From an optimization exercise on the open Yosys and OpenROAD flow, aimed at small area, a short achievable clock period and few clock cycles per item; shortcuts taken in it are not production practice. In this exercise RTL edits were held to simulation tests only and were not proved equivalent to the original. No activity file was given, so power comes from the tool's default toggle rates.

===== flow/config.mk =====
export PLATFORM = sky130hd
export DESIGN_NAME = mmacc_main
export DESIGN_NICKNAME = mmacc_main
export VERILOG_FILES = /design/flow/design.v
export SDC_FILE = /design/flow/constraint.sdc
export NUM_CORES = 4
export LEC_CHECK = 0
export CAP_MARGIN = 20
export CORE_MARGIN = 2
export CORE_UTILIZATION = 40
export SETUP_SLACK_MARGIN = 2.8
export SLEW_MARGIN = 20

===== flow/constraint.sdc =====
create_clock -name core_clock -period 5.0 [get_ports {clk}]
set_input_delay 1.0000 -clock core_clock [delete_from_list [all_inputs] [get_ports {clk}]]
set_output_delay 1.0000 -clock core_clock [all_outputs]
set_load 0.01 [all_outputs]

===== flow/design.v =====
`timescale 1ns/1ps
`default_nettype none
module mmacc_main (
  input  wire logic        clk,
  input  wire logic        s_rst_n,
  input  wire logic        ld_en_i,
  input  wire logic [4:0]  ld_add_i,
  input  wire logic [15:0] ld_data_i,
  input  wire logic        cmd_avail_i,
  input  wire logic [1:0]  cmd_slot_i,
  input  wire logic [2:0]  cmd_rot_i,
  input  wire logic        res_avail_i,
  input  wire logic [15:0] res_i,
  output logic             cmd_enquiry_o,
  output logic             feed_vld_o,
  output logic [15:0]      feed_data_o,
  output logic             feed_sop_o,
  output logic             feed_eop_o,
  output logic             sxt_vld_o,
  output logic [15:0]      sxt_data_o,
  output logic             sxt_last_o,
  output logic [1:0]       sxt_slot_o,
  output logic             done_o,
  output logic [1:0]       done_slot_o,
  output logic [3:0]       error_o
);
  logic [1:0] t_slot [4];
  logic [2:0] t_rot  [4];
  logic [2:0] wr_ptr;                
  logic [2:0] dn_ptr;                
  logic       tab_full;
  logic       cmd_take;
  assign tab_full = (wr_ptr - dn_ptr) == 3'd4;
  assign cmd_take = cmd_avail_i & ~tab_full;
  always_ff @(posedge clk) begin
    if (!s_rst_n) wr_ptr <= '0;
    else          wr_ptr <= wr_ptr + 3'(cmd_take);
  end
  always_ff @(posedge clk) begin
    if (cmd_take) begin
      t_slot[wr_ptr[1:0]] <= cmd_slot_i;
      t_rot[wr_ptr[1:0]]  <= cmd_rot_i;
    end
  end
  logic [31:0][15:0] w;              
  logic [3:0][7:0]   sel_q;          
  logic [3:0][15:0]  rd;             
  always_comb begin
    for (int s = 0; s < 4; s++) begin
      rd[s] = '0;
      for (int i = 0; i < 8; i++) begin
        rd[s] = rd[s] | (w[s*8+i] & {16{sel_q[s][i]}});
      end
    end
  end
  logic       fr_v;
  logic [2:0] fr_j;
  logic [2:0] fr_rot;
  logic [1:0] fr_slot;
  logic       fr_neg;
  logic [3:0] pf_oh;
  logic [2:0] f_ptr;                 
  logic [2:0] fd_ptr;                
  logic       f_fin, f_free, f_tab, f_start;
  logic [1:0] fs_slot;
  logic [2:0] fs_rot;
  logic       fn_v;
  logic [1:0] fn_slot;
  logic [2:0] fn_rot, fn_j, fn_idx;
  assign f_fin   = fr_v & (fr_j == 3'd7);
  assign f_free  = ~fr_v | f_fin;
  assign f_tab   = (f_ptr != wr_ptr);
  assign f_start = f_free & (f_tab | cmd_take);
  assign fs_slot = f_tab ? t_slot[f_ptr[1:0]] : cmd_slot_i;
  assign fs_rot  = f_tab ? t_rot[f_ptr[1:0]]  : cmd_rot_i;
  assign fn_v    = f_start | (fr_v & ~f_fin);
  assign fn_slot = f_start ? fs_slot : fr_slot;
  assign fn_rot  = f_start ? fs_rot  : fr_rot;
  assign fn_j    = f_start ? 3'd0    : fr_j + 3'd1;
  assign fn_idx  = fn_j - fn_rot;
  logic [15:0] pf;
  always_comb begin
    pf = '0;
    for (int s = 0; s < 4; s++) pf = pf | (rd[s] & {16{pf_oh[s]}});
  end
  always_ff @(posedge clk) begin
    if (!s_rst_n) begin
      fr_v   <= 1'b0;
      f_ptr  <= '0;
      fd_ptr <= '0;
    end else begin
      fr_v   <= fn_v;
      f_ptr  <= f_ptr + 3'(f_start);
      fd_ptr <= fd_ptr + 3'(f_fin);
    end
  end
  always_ff @(posedge clk) begin
    fr_j    <= fn_j;
    fr_rot  <= fn_rot;
    fr_slot <= fn_slot;
    fr_neg  <= fn_j < fn_rot;
  end
  always_ff @(posedge clk) begin
    if (!s_rst_n) begin
      feed_vld_o <= 1'b0;
      feed_sop_o <= 1'b0;
      feed_eop_o <= 1'b0;
    end else begin
      feed_vld_o <= fr_v;
      feed_sop_o <= fr_v & (fr_j == 3'd0);
      feed_eop_o <= f_fin;
    end
  end
  always_ff @(posedge clk) begin
    feed_data_o <= fr_neg ? -pf : pf;
  end
  logic        rq_v;
  logic [15:0] res_q;
  logic [5:0]  in_pos;               
  logic [5:0]  sm_pos;               
  logic [15:0] a_q;
  logic [15:0] sum;
  logic [5:0]  tg_pos;               
  logic        an_v;
  logic [1:0]  an_slot;
  logic [3:0]  pa_oh;
  logic        a_rd;
  logic [1:0]  sm_slot;
  assign sum     = a_q + res_q;
  assign tg_pos  = in_pos + 6'(res_avail_i);
  assign an_v    = (tg_pos[5:3] != fd_ptr) | f_fin;
  assign an_slot = t_slot[tg_pos[4:3]];
  assign sm_slot = t_slot[sm_pos[4:3]];
  logic [15:0] pa;
  always_comb begin
    pa = '0;
    for (int s = 0; s < 4; s++) pa = pa | (rd[s] & {16{pa_oh[s]}});
  end
  always_ff @(posedge clk) begin
    if (!s_rst_n) begin
      rq_v   <= 1'b0;
      in_pos <= '0;
      sm_pos <= '0;
      a_rd   <= 1'b0;
    end else begin
      rq_v   <= res_avail_i;
      in_pos <= tg_pos;
      sm_pos <= sm_pos + 6'(rq_v);
      a_rd   <= an_v;
    end
  end
  always_ff @(posedge clk) begin
    res_q <= res_i;
    if (a_rd) a_q <= pa;
  end
  logic [15:0] wbus;
  logic [4:0]  sm_add;
  assign wbus   = ld_en_i ? ld_data_i : sum;
  assign sm_add = {sm_slot, sm_pos[2:0]};
  always_ff @(posedge clk) begin
    for (int a = 0; a < 32; a++) begin
      if ((ld_en_i && ld_add_i == 5'(a)) || (rq_v && sm_add == 5'(a))) begin
        w[a] <= wbus;
      end
    end
  end
  logic       x_go;
  logic [2:0] xb;                    
  logic [1:0] x_slot;
  logic [3:0] px_oh;
  logic       xn_v;
  logic [1:0] in_slot;
  logic [15:0] w0, px;
  assign in_slot = t_slot[in_pos[4:3]];
  assign x_go    = res_avail_i & (in_pos[2:0] == 3'd7);
  assign xn_v    = (xb != 3'd0) & (xb != 3'd7);
  assign w0      = w[{in_slot, 3'd0}];
  always_comb begin
    px = '0;
    for (int s = 0; s < 4; s++) px = px | (rd[s] & {16{px_oh[s]}});
  end
  always_ff @(posedge clk) begin
    if (!s_rst_n) begin
      xb         <= '0;
      sxt_vld_o  <= 1'b0;
      sxt_last_o <= 1'b0;
      dn_ptr     <= '0;
    end else begin
      xb         <= x_go ? 3'd1 : xn_v ? xb + 3'd1 : 3'd0;
      sxt_vld_o  <= x_go | (xb != 3'd0);
      sxt_last_o <= (xb == 3'd7);
      dn_ptr     <= dn_ptr + 3'(xb == 3'd7);
    end
  end
  always_ff @(posedge clk) begin
    if (x_go) x_slot <= in_slot;
    sxt_data_o <= x_go ? w0 : (xb == 3'd1) ? -sum : -px;
  end
  assign sxt_slot_o  = x_slot;
  assign done_o      = sxt_last_o;
  assign done_slot_o = x_slot;
  logic [2:0] xn_idx;
  assign xn_idx = 3'd7 - xb;
  always_ff @(posedge clk) begin
    for (int s = 0; s < 4; s++) begin
      for (int i = 0; i < 8; i++) begin
        sel_q[s][i] <= (fn_v && fn_slot == 2'(s) && fn_idx == 3'(i))
                     | (an_v && an_slot == 2'(s) && tg_pos[2:0] == 3'(i))
                     | (xn_v && x_slot == 2'(s) && xn_idx == 3'(i));
      end
      pf_oh[s] <= fn_v && fn_slot == 2'(s);
      pa_oh[s] <= an_v && an_slot == 2'(s);
      px_oh[s] <= xn_v && x_slot == 2'(s);
    end
  end
  logic [2:0] enq_cnt;
  always_ff @(posedge clk) begin
    if (!s_rst_n) begin
      enq_cnt       <= 3'd4;
      cmd_enquiry_o <= 1'b0;
    end else begin
      enq_cnt       <= enq_cnt - 3'(enq_cnt != 3'd0);
      cmd_enquiry_o <= (enq_cnt != 3'd0) | (xb == 3'd7);
    end
  end
  logic err_cmd, err_res;
  always_ff @(posedge clk) begin
    if (!s_rst_n) begin
      err_cmd <= 1'b0;
      err_res <= 1'b0;
    end else begin
      err_cmd <= err_cmd | (cmd_avail_i & tab_full);
      err_res <= err_res | (res_avail_i & (in_pos[5:3] == fd_ptr));
    end
  end
  assign error_o = {err_cmd, 1'b0, err_res, 1'b0};
endmodule
`default_nettype wire

===== flow/run.sh =====
#!/bin/bash
# synth_recipe.tcl (not shown) runs the flow's synth.tcl, then flattens the netlist and writes it again
# the make line also repeats each setting of config.mk as NAME=value (left out here)
make -C /OpenROAD-flow-scripts/flow DESIGN_CONFIG=/design/flow/config.mk WORK_HOME=/design/flow/orfs CLKGATE_MAP_FILE= SYNTH_SCRIPT=/design/flow/synth_recipe.tcl finish

==> results.txt, run 1 <==
fin worst setup slack = 1775 ps
most frequent cells in the layout = edfxtp_1 (550), a22oi_1 (230), buf_4 (150)
post-synth top area cell = edfxtp_1
Root Driver = clkbuf_16
DRC = 0
Final Net Count = 2458
post-synth top area share = 58.48%
R2R depth = 13
CP Launch Type = flop
final setup vio count = 0
initial antenna violation count = 10
IO Count = 94
Clk pwr share = 23.8%
Period minus WS final = 3225 ps
TritonCTS clock tree = done
DP Wirelength = 66.24 mm
sequential element share of the synthesized area = 68.47%
via count = 22050
ys flop type = edfxtp_1
unrepaired setup endpoints after global routing = true
HP Start = err_res
area grow syn2layout = 39.49%
die extent in x = 269.7 µm
max_slew headroom = 16.52%
Final Skew = 32.98 ps
Die Area = 72750 µm²
Core Box Area = 70030 µm²
Max-cap violations = 0
Yosys reg bits = 691
Fmax achieved = 310.1 MHz
launch point of the worst reg-to-reg path = a_q[0]
Clock Sink Count = 691
Post-synth EDFFs = 550
internal power = 14.79 mW
WP buf/inv = 2
Worst setup EP type = flop
global-route wire length before repair = 153.4 mm
worst-margin pin slew = 1250 ps
Tot Pwr = 24.04 mW
CP Class = reg2reg
DIE HEIGHT = 269.7 µm
CP delay by family, top = simple AND/OR/NAND/NOR gates
layout cells sized above 1 = 39.69%
number of vias per cell = 6.548
clk latency of the worst-skew pair = 650 ps
critical path, cell by cell = ha_2 -> inv_2 -> fa_2 -> nor2b_4 -> o2111a_2 -> or4_4 -> a2111oi_4 -> nand3_2 -> nor3_4 -> buf_4 -> nand4_1 -> xnor2_2 -> a221oi_2
hold depth = 1
Net Sw Power = 9.249 mW
CTS max path bufs = 3
initial core utilization = 40.33%
drt first pass iters = 9
Netlist cell types = 72
Mapped Cells = 1976
Fin Setup TNS = 0 ps
Layout Cells excl Fill = 3368
Leak = 13.38 nW
cts bufs inserted = 76
Initial DRC Count = 3492
Combinational Power Share = 44.9%
Synth Warn # = 1
max incr delay on CP = 460 ps
placed inst area = 31010 µm²
Post-synth ARST share = 0%
Syn Std Cell Area = 28240 µm²
DP Worst Slack = 1123 ps
Critical Path AT = 3760 ps
critical-path maximum fanout = 4
hold endpoint = err_res
reg-to-reg endpoint = sxt_data_o[15]
row count = 97
Post-Place Cells = 2911
sw frac = 38.47%
critical path's slowest cell = or4_4
Clock transition at path regs = 60 ps
routed wire length = 118.2 mm
Post-Syn Area per Cell = 14.29 µm²
Finished Cell Area = 39400 µm²
Final GP Congestion = 1.006
Remaining Overflow, GRT = 0
status = timing/DRC/antenna clean
Worst EP required = 5530 ps
DRT antenna net count = 0
IO buf count = 91
crit share post-route = 64.50%
H-tree depth = 3
most common cell after layout, fill and taps aside = edfxtp_1
largest net degree at the start of global routing = 39
wire per inst = 35.08 µm
worst IR drop on VDD = 0.7705 mV
PwrDens = 610.3 nW/µm²
max-slew violations = 0
HP Class = reg2reg
Synth area leaders = edfxtp_1 (58%), dfxtp_1 (10%), a22oi_1 (8.1%)
FILL cells = 5339
total track usage = 29.64%
via count of the first global-routing pass = 20080
Hold Buf Count CTS = 0
Seq pwr share = 31.3%
Fin. Hold Viols = 0
R2R setup slack = 1780 ps
final cells by class:
cell class              count  area, µm²  area share, %
well taps                 940       1176          2.985
multi-input cells        1143      11430          29.01
diodes                      4      10.01        0.02541
flip-flops and latches    691      19480          49.44
clock buffers             103       2200          5.583
inverters                  46      182.7         0.4637
clock inverters            36      350.3         0.8893
repair buffers            405       4572          11.61
layer usage:
layer / vias up / global-route usage, % / share of wire (%)
li1: 8756 / - / -
met1: 11050 / 37.85 / 36
met2: 1762 / 44.83 / 43
met4: 10 / 17.69 / 8.0
met5: - / 0 / 0.055
met3: 479 / 8.576 / 13
through the flow:
step                      util, %  hold WS, ps
after floorplan                 -        440.5
after global placement      44.28        453.9
after detailed placement    44.28        454.5
after CTS                   53.30        464.7
after global routing        56.24        475.2
final                       56.26        461.3
logic make-up after synthesis:
| group | synth area share, % |
|---|---|
| xor+xnor | 2.383 |
| flops | 68.47 |
| other cells | 0.01328 |
| fa+ha+maj | 2.180 |
| buf+inv | 2.375 |
| simple gates | 7.172 |
| mux | 2.791 |
| compound gates | 14.61 |
worst reg2reg max path, cell delays in order, from the launching register on:
cell and delay [ps]:
edfxtp_1 370, ha_2 190, inv_2 60, fa_2 230, nor2b_4 50, o2111a_2 280
or4_4 460, a2111oi_4 370, nand3_2 170, nor3_4 230, buf_4 170, nand4_1 130
xnor2_2 180, a221oi_2 230
power by group through the flow:
stage | sequential (mW) | combinational, mW | clock, mW
2_1_floorplan | 6.93 | 4.27 | 0
3_3_place_gp | 7.50 | 6.21 | 0
3_5_place_dp | 7.51 | 6.27 | 0
4_1_cts | 7.47 | 8.93 | 5.74
5_1_grt | 7.52 | 11.1 | 5.97
6_report | 7.52 | 10.8 | 5.71
Yosys cell counts, drive strengths merged (3+ instances only):
cell    instances
a21boi          3
a21o            4
a21oi          26
a221oi          6
a22o           22
a22oi         310
a32oi          12
a41oi          35
and2           31
and3           10
buf            29
clkbuf         92
dfxtp         141
edfxtp        550
ha             46
inv            46
mux2           16
mux2i           9
mux4           23
nand2         106
nand2b          8
nand3          24
nand3b          3
nand4          74
nor2           54
nor2b          26
nor3           16
nor4            5
o211ai          3
o21a            4
o21ai          62
o22ai          41
o31ai           6
o41ai          13
or2             7
or3             7
or4             7
xnor2          47
xor2           29
sequential cells by signal (all words and copies together) (netlist names), 4 cells and up:
| signal | flops |
|---|---|
| t_rot | 12 |
| px_oh | 4 |
| sel_q | 32 |
| in_pos | 6 |
| feed_data_o | 16 |
| res_q | 16 |
| pf_oh | 4 |
| sm_pos | 5 |
| t_slot | 8 |
| sxt_data_o | 16 |
| a_q | 16 |
| w | 512 |
| pa_oh | 4 |
worst max path at each step:
stage	end	slack [ps]	cells after the start	from
floorplan	sxt_data_o[14]	2090	12	a_q[0]
global placement	sel_q[26]	1190	13	cmd_avail_i
detailed placement	sel_q[26]	1120	13	cmd_avail_i
CTS	sxt_data_o[8]	1900	13	a_q[0]
global route	sxt_data_o[14]	1630	12	a_q[0]
finish	sxt_data_o[15]	1780	13	a_q[0]
timing repair:
item	CTS	global route
pin swaps	133	87
endpoints found under the setup margin	1152	953
cloned	17	19
buffers inserted	188	90
resized for setup	522	215
Testbench counts, summed over its fixed seeds: cycles 2,958, items 256.
==> inputs of run 2 (changes only) <==
--- a/flow/config.mk
+++ b/flow/config.mk
@@ -9,4 +9,4 @@
 export CORE_MARGIN = 2
 export CORE_UTILIZATION = 40
-export SETUP_SLACK_MARGIN = 2.8
+export SETUP_SLACK_MARGIN = 2.0
 export SLEW_MARGIN = 20
==> run 2 against run 1 <==
  * Die area stayed put
  * Wire length down 15%
  * Sequential power shrank 1%
  * Design area shrank 10%
  * Total power is 11% lower
  * Count of clock-buffer cells in the layout increased by 2
  * Critical endpoint is now sel_q[25]
  * Largest cell class unchanged
==> results.txt, run 2 <==
post-synth top area share = 58.48% (unchanged)
critical path's slowest cell = fa_2 (was or4_4)
cell with the most instances after synthesis = edfxtp_1 (unchanged)
routed wire length = 100.0 mm (was 118.2 mm)
initial core utilization = 40.33% (unchanged)
Fin. Hold Viols = 0 (unchanged)
status = timing/DRC/antenna clean (unchanged)
most frequent cells in the layout = edfxtp_1 (550), a22oi_1 (264), buf_4 (156) (was edfxtp_1 (550), a22oi_1 (230), buf_4 (150))
Worst EP required = 5510 ps (was 5530 ps)
DRT antenna net count = 0 (unchanged)
clk latency of the worst-skew pair = 640 ps (was 650 ps)
fin worst setup slack = 1805 ps (was 1775 ps)
CTS max path bufs = 3 (unchanged)
Synth area leaders = edfxtp_1 (58%), dfxtp_1 (10%), a22oi_1 (8.1%) (unchanged)
layout cells sized above 1 = 25.80% (was 39.69%)
Synth Warn # = 1 (unchanged)
Layout Cells excl Fill = 3203 (was 3368)
Final GP Congestion = 1.002 (was 1.006)
max FFs per register = 512 (unchanged)
wire per inst = 31.23 µm (was 35.08 µm)
placed inst area = 30570 µm² (was 31010 µm²)
Remaining Overflow, GRT = 0 (unchanged)
CP delay by family, top = adder cells (was simple AND/OR/NAND/NOR gates)
unrepaired setup endpoints after global routing = true (unchanged)
worst IR drop on VDD = 0.5379 mV (was 0.7705 mV)
crit share post-route = 63.90% (was 64.50%)
Netlist cell types = 72 (unchanged)
Critical Path AT = 3700 ps (was 3760 ps)
Hold WS = 469.6 ps (was 461.3 ps)
largest net degree at the start of global routing = 39 (unchanged)
reg-to-reg endpoint = sel_q[25] (was sxt_data_o[15])
Final Skew = 25.97 ps (was 32.98 ps)
PwrDens = 603.6 nW/µm² (was 610.3 nW/µm²)
Clock Sink Count = 691 (unchanged)
drt first pass iters = 11 (was 9)
critical path, cell by cell = inv_2 -> ha_2 -> nor2b_4 -> xnor2_1 -> and3_1 -> nand2b_4 -> inv_4 -> nor2_4 -> a21oi_4 -> nor2_4 -> a21oi_4 -> ha_2 -> inv_2 -> fa_2 -> xnor2_4 -> buf_6 -> nand2_8 -> o21ai_4 (was ha_2 -> inv_2 -> fa_2 -> nor2b_4 -> o2111a_2 -> or4_4 -> a2111oi_4 -> nand3_2 -> nor3_4 -> buf_4 -> nand4_1 -> xnor2_2 -> a221oi_2)
DP Worst Slack = 963.6 ps (was 1123 ps)
Post-synth EDFFs = 550 (unchanged)
Worst setup EP type = flop (unchanged)
DRC = 0 (unchanged)
Fmax achieved = 313.0 MHz (was 310.1 MHz)
R2R depth = 18 (was 13)
worst-margin pin slew = 1071 ps (was 1250 ps)
GR Layer Usage met3 = 7.009% (was 8.576%)
die extent in x = 269.7 µm (unchanged)
Core Box Area = 70030 µm² (unchanged)
hold depth = 1 (unchanged)
Clock transition at path regs = 60 ps (about the same)
CP Class = reg2reg (unchanged)
hold endpoint = err_res (unchanged)
Hold Buf Count CTS = 0 (unchanged)
global-route wire length before repair = 139.9 mm (was 153.4 mm)
H-tree depth = 3 (unchanged)
Global Route met1 Usage = 35.05% (was 37.85%)
initial antenna violation count = 7 (was 10)
via count of the first global-routing pass = 19140 (was 20080)
global route hottest layer = met2 (unchanged)
total track usage = 26.56% (was 29.64%)
Biggest register = w (unchanged)
HP Start = err_res (unchanged)
Initial DRC Count = 2932 (was 3492)
max-slew violations = 0 (unchanged)
Yosys reg bits = 691 (unchanged)
area grow syn2layout = 24.95% (was 39.49%)
Die Area = 72750 µm² (unchanged)
Post-Syn Area per Cell = 14.29 µm² (unchanged)
Commonest cells post-synth = edfxtp_1 (550), a22oi_1 (306), dfxtp_1 (141) (unchanged)
Fin Setup TNS = 0 ps (unchanged)
most common cell after layout, fill and taps aside = edfxtp_1 (unchanged)
post-synth top area cell = edfxtp_1 (unchanged)
Max-cap violations = 0 (unchanged)
R2R setup slack = 1810 ps (was 1780 ps)
DP Wirelength = 65.28 mm (was 66.24 mm)
Root Driver = clkbuf_16 (unchanged)
Final Net Count = 2295 (was 2458)
HP Class = reg2reg (unchanged)
M2 GR Usage = 40.30% (was 44.83%)
critical-path maximum fanout = 5 (was 4)
WP buf/inv = 4 (was 2)
cts bufs inserted = 73 (was 76)
via count = 19850 (was 22050)
biggest regs = w: 512 flops, sel_q: 32 flops (unchanged)
max incr delay on CP = 430 ps (was 460 ps)
row count = 97 (unchanged)
Leak = 11.75 nW (was 13.38 nW)
number of vias per cell = 6.198 (was 6.548)
DIE HEIGHT = 269.7 µm (unchanged)
Post-synth ARST share = 0% (unchanged)
IO buf count = 91 (unchanged)
Syn Std Cell Area = 28240 µm² (unchanged)
launch point of the worst reg-to-reg path = wr_ptr[0] (was a_q[0])
ys flop type = edfxtp_1 (unchanged)
Period minus WS final = 3195 ps (was 3225 ps)
Post-Place Cells = 2950 (was 2911)
max_slew headroom = 28.59% (was 16.52%)
Mapped Cells = 1976 (unchanged)
Finished Cell Area = 35290 µm² (was 39400 µm²)
TritonCTS clock tree = done (unchanged)
final setup vio count = 0 (unchanged)
CP Launch Type = flop (unchanged)
IO Count = 94 (unchanged)
sequential element share of the synthesized area = 68.47% (unchanged)
## run 2: changes by cell type in the layout (fill, tap and decap cells not counted), moves of 28 or more
cell / delta
a22oi_2: -34
buf_6: -69
clkdlybuf4s50_1: +50
a22oi_1: +34
o22ai_4: -28
buf_12: -59
## run 2: metal layers
metal / part of all wire, % / wire length, µm
met1: 39 / 38890
met2: 44 / 44290
met4: 5.8 / 5837
met3: 11 / 10990
met5: 0.027 / 27
## run 2: cell families (layout without fill, tap and decap cells)
kind of cell | after synthesis | in the layout | synth area share, %
other cells | 1 | 5 | 0.01328
buf+inv | 167 | 446 | 2.375
compound gates | 561 | 562 | 14.61
xor+xnor | 76 | 76 | 2.383
flops | 691 | 691 | 68.47
mux | 48 | 51 | 2.791
fa+ha+maj | 48 | 48 | 2.180
simple gates | 384 | 384 | 7.172
## run 2: stage by stage
stage / power, mW / util, %
floorplan: 10.81 / -
global route: 21.95 / 50.39
global placement: 13.43 / 43.59
finish: 21.30 / 50.39
CTS: 20.08 / 48.96
detailed placement: 13.57 / 43.65
## run 2: worst max path at each step
stage                      startpoint             end  cells past startpoint
final                       wr_ptr[0]       sel_q[25]                     18
after global routing        wr_ptr[0]       sel_q[27]                     17
after CTS                      a_q[0]  sxt_data_o[14]                     12
after detailed placement  cmd_avail_i       sel_q[25]                     13
after global placement    cmd_avail_i       sel_q[29]                     10
after floorplan               ld_en_i            w[0]                      3
## run 2: what timing repair did
item	CTS	global route
endpoints found under the setup margin	300	305
setup buffers	63	48
cloned	3	1
pin swaps	56	73
gates resized for setup	175	138
## run 2: area by class of cell
cell class / instances / area [µm²]
fill: 5803 / 34740
sequential: 691 / 19410
multi-input combinational: 1123 / 9763
timing repair buffer: 265 / 2333
clock buffer: 105 / 2081
tap: 940 / 1176
clock inverter: 30 / 337.8
inverter: 46 / 178.9
antenna: 3 / 7.507
## run 2: where the power goes
group | internal (mW) | switching, mW
Sequential | 6.73 | 0.682
Clock | 3.23 | 2.28
Combinational | 3.20 | 5.18
Total | 13.2 | 8.14
==> inputs of run 3 (changes only) <==
--- a/flow/config.mk
+++ b/flow/config.mk
@@ -9,4 +9,3 @@
 export CORE_MARGIN = 2
 export CORE_UTILIZATION = 40
-export SETUP_SLACK_MARGIN = 2.0
 export SLEW_MARGIN = 20
==> run 3 against run 2 <==
  * Wire length down 3.9%
  * Still clean
  * Critical endpoint is now sel_q[6]
  * Largest power group is now registers
  * Die area did not move
  * First-iteration DRC count decreased by 12%
  * Maximum frequency shrank 17%
  * Worst hold slack improved by 8.5 ps
  * Combinational power is 29% lower
==> results.txt, run 3 <==
routed wire length = 96.18 mm (was 100.0 mm)
final setup vio count = 0 (unchanged)
CTS max path bufs = 3 (unchanged)
critical path's slowest cell = fa_1 (was fa_2)
TritonCTS clock tree = done (unchanged)
Synth Warn # = 1 (unchanged)
drt first pass iters = 6 (was 11)
post-synth top area cell = edfxtp_1 (unchanged)
row count = 97 (unchanged)
max_slew headroom = 19.90% (was 28.59%)
clk latency of the worst-skew pair = 630 ps (was 640 ps)
postcts setup bufs = 0 (was 63)
placed inst area = 30470 µm² (was 30570 µm²)
post-synth top area share = 58.48% (unchanged)
initial core utilization = 40.33% (unchanged)
total track usage = 26.07% (was 26.56%)
WP buf/inv = 3 (was 4)
Hold Buf Count CTS = 0 (unchanged)
Final Skew = 21.91 ps (was 25.97 ps)
DP Wirelength = 65.49 mm (was 65.28 mm)
wire per inst = 31.23 µm (about the same)
Post-synth EDFFs = 550 (unchanged)
Final Net Count = 2172 (was 2295)
DRT antenna net count = 0 (unchanged)
Synth area leaders = edfxtp_1 (58%), dfxtp_1 (10%), a22oi_1 (8.1%) (unchanged)
Period minus WS final = 3837 ps (was 3195 ps)
Clock transition at path regs = 60 ps (about the same)
CP Launch Type = flop (unchanged)
via count of the first global-routing pass = 18370 (was 19140)
Finished Cell Area = 32860 µm² (was 35290 µm²)
critical-path maximum fanout = 10 (was 5)
Leak = 10.74 nW (was 11.75 nW)
layout cells sized above 1 = 11.79% (was 25.80%)
via count = 19120 (was 19850)
critical path, cell by cell = inv_1 -> ha_1 -> nor2b_1 -> xnor2_1 -> and3_1 -> nand2b_1 -> inv_1 -> nor2_1 -> a21oi_2 -> nor2_1 -> a21oi_1 -> ha_1 -> inv_1 -> fa_1 -> xor2_1 -> nand3_1 -> o21ai_0 (was inv_2 -> ha_2 -> nor2b_4 -> xnor2_1 -> and3_1 -> nand2b_4 -> inv_4 -> nor2_4 -> a21oi_4 -> nor2_4 -> a21oi_4 -> ha_2 -> inv_2 -> fa_2 -> xnor2_4 -> buf_6 -> nand2_8 -> o21ai_4)
Max-cap violations = 0 (unchanged)
die extent in x = 269.7 µm (unchanged)
largest net degree at the start of global routing = 39 (unchanged)
Post-synth ARST share = 0% (unchanged)
global-route wire length before repair = 136.5 mm (was 139.9 mm)
Clock Sink Count = 691 (unchanged)
Netlist cell types = 72 (unchanged)
crit share post-route = 76.73% (was 63.90%)
most frequent CP cell = inv_1
Initial DRC Count = 2584 (was 2932)
max-slew violations = 0 (unchanged)
DRC = 0 (unchanged)
initial antenna violation count = 5 (was 7)
Biggest register = w (unchanged)
most common cell after layout, fill and taps aside = edfxtp_1 (unchanged)
DIE HEIGHT = 269.7 µm (unchanged)
max incr delay on CP = 440 ps (was 430 ps)
HP Class = reg2reg (unchanged)
Die Area = 72750 µm² (unchanged)
Syn Std Cell Area = 28240 µm² (unchanged)
Root Driver = clkbuf_16 (unchanged)
Fin. Hold Viols = 0 (unchanged)
CP delay by family, top = compound AO/OA/AOI/OAI gates (was adder cells)
Worst EP required = 5510 ps (about the same)
ys flop type = edfxtp_1 (unchanged)
Commonest cells post-synth = edfxtp_1 (550), a22oi_1 (306), dfxtp_1 (141) (unchanged)
worst IR drop on VDD = 0.5203 mV (was 0.5379 mV)
unrepaired setup endpoints after global routing = false (was true)
H-tree depth = 3 (unchanged)
Fin Setup TNS = 0 ps (unchanged)
area grow syn2layout = 16.36% (was 24.95%)
Post-Syn Area per Cell = 14.29 µm² (unchanged)
biggest regs = w: 512 flops, sel_q: 32 flops (unchanged)
cell with the most instances after synthesis = edfxtp_1 (unchanged)
Yosys reg bits = 691 (unchanged)
worst-margin pin slew = 1200 ps (was 1071 ps)
cts bufs inserted = 75 (was 73)
PwrDens = 575.8 nW/µm² (was 603.6 nW/µm²)
status = timing/DRC/antenna clean (unchanged)
Mapped Cells = 1976 (unchanged)
Fmax achieved = 260.6 MHz (was 313.0 MHz)
max FFs per register = 512 (unchanged)
CP Class = reg2reg (unchanged)
IO buf count = 91 (unchanged)
Worst setup EP type = flop (unchanged)
Critical Path AT = 4340 ps (was 3700 ps)
Core Box Area = 70030 µm² (unchanged)
sequential element share of the synthesized area = 68.47% (unchanged)
CTS-repair resized insts = 0 (was 175)
IO Count = 94 (unchanged)
Remaining Overflow, GRT = 0 (unchanged)
Final GP Congestion = 0.9951 (was 1.002)
most frequent cells in the layout = edfxtp_1 (550), a22oi_1 (306), dfxtp_1 (140) (was edfxtp_1 (550), a22oi_1 (264), buf_4 (156))
number of vias per cell = 6.209 (was 6.198)
-- run 3: cell counts after synthesis --
No cell type changed its count.
-- run 3: final timing paths --
check	to	cells past startpoint	start	slack (ps)
setup / recovery	sel_q[6]	17	wr_ptr[0]	1160
hold / removal	err_res	1	err_res	480
setup reg to reg	sel_q[6]	17	wr_ptr[0]	1160
hold reg to reg	err_res	1	err_res	480
-- run 3: cell families (layout without fill, tap and decap cells) --
group                    count (synthesis)  count (layout)  synth area share [%]
AND/OR/NAND/NOR                        384             384                 7.172
AO/OA/AOI/OAI                          561             561                 14.61
XOR/XNOR                                76              76                 2.383
multiplexers                            48              48                 2.791
buffers and inverters                  167             327                 2.375
other                                    1               5               0.01328
flip-flops                             691             691                 68.47
adder cells (fa/ha/maj)                 48              48                 2.180
-- run 3: through the flow --
stage / cells / utilization, % / power, mW / worst slack (ps) / hold slack, ps
finish: 3080 / 46.93 / 18.92 / 1163 / 478.2
global route: 3078 / 46.92 / 19.56 / 878.6 / 497.2
floorplan: 1977 / - / 10.77 / 1374 / 440.5
CTS: 3077 / 46.91 / 18.88 / 1203 / 482.2
global placement: 2939 / 43.45 / 13.43 / 1090 / 458.0
detailed placement: 2940 / 43.51 / 13.51 / 991.2 / 467.2
-- run 3: where the power goes --
| group | switching [mW] | leakage [nW] | internal, mW |
|---|---|---|---|
| Sequential | 0.875 | 6.10 | 6.69 |
| Combinational | 3.97 | 3.48 | 1.99 |
| Clock | 2.25 | 1.16 | 3.14 |
-- run 3: worst register-to-register path: cells and delay by family, from the launching register on --
family	cells	cell delay, ps
AOI/OAI and AO/OA	3	900
and+or+nand+nor	6	840
xor gates and xnor gates	2	470
buffers and inverters	3	280
adders and majority gates	3	820
DFF	1	410
-- run 3: per-layer routing --
layer | wire length [µm] | global-route usage, % | share of wire [%]
met5 | 14 | 0 | 0.015
met2 | 43390 | 40.07 | 45
met1 | 39000 | 35.34 | 41
met3 | 9051 | 5.619 | 9.4
met4 | 4719 | 12.21 | 4.9
-- run 3: final cells by class --
type	count	area (µm²)
inverter	46	172.7
fill	6082	37170
tap	940	1176
antenna	3	7.507
timing repair buffer	144	1319
multi-input combinational	1119	8467
clock buffer	101	2047
sequential	691	19340
clock inverter	36	334.1

## afterwards: timing with drivers on the ports
How much do the figures lean on ideal ports? The routed layouts below were timed once more, with nothing changed but the port constraints. Step 1 assumes that a clkbuf_16 drives the clock port and a buf_2 every other input. Step 2 adds t to the input delays and takes it off the output delays; t is the mean of the earliest and latest rising clock arrival at the registers after step 1. Input paths then give back, and output paths get back, about the clock's delay inside the block. a / b / c = ideal / step 1 / step 2; a / b = the first two.
| run | shift t [ns] | setup slack, ns | worst slew at a driven data input, ns | pins driven straight from the clock port |
|---|---|---|---|---|
| run 1 | 0.696 | 1.775 / 1.775 / 1.339 | 0.13 | 1 |
| run 2 | 0.683 | 1.805 / 1.805 / 1.309 | 0.07 | 1 |
| run 3 | 0.675 | 1.163 / 1.163 / 0.881 | 0.09 | 1 |
After both steps every run listed still meets setup and hold. The setup slack of run 2, which loses most, moves by 0.000 ns with the drivers and by -0.496 ns with both steps.
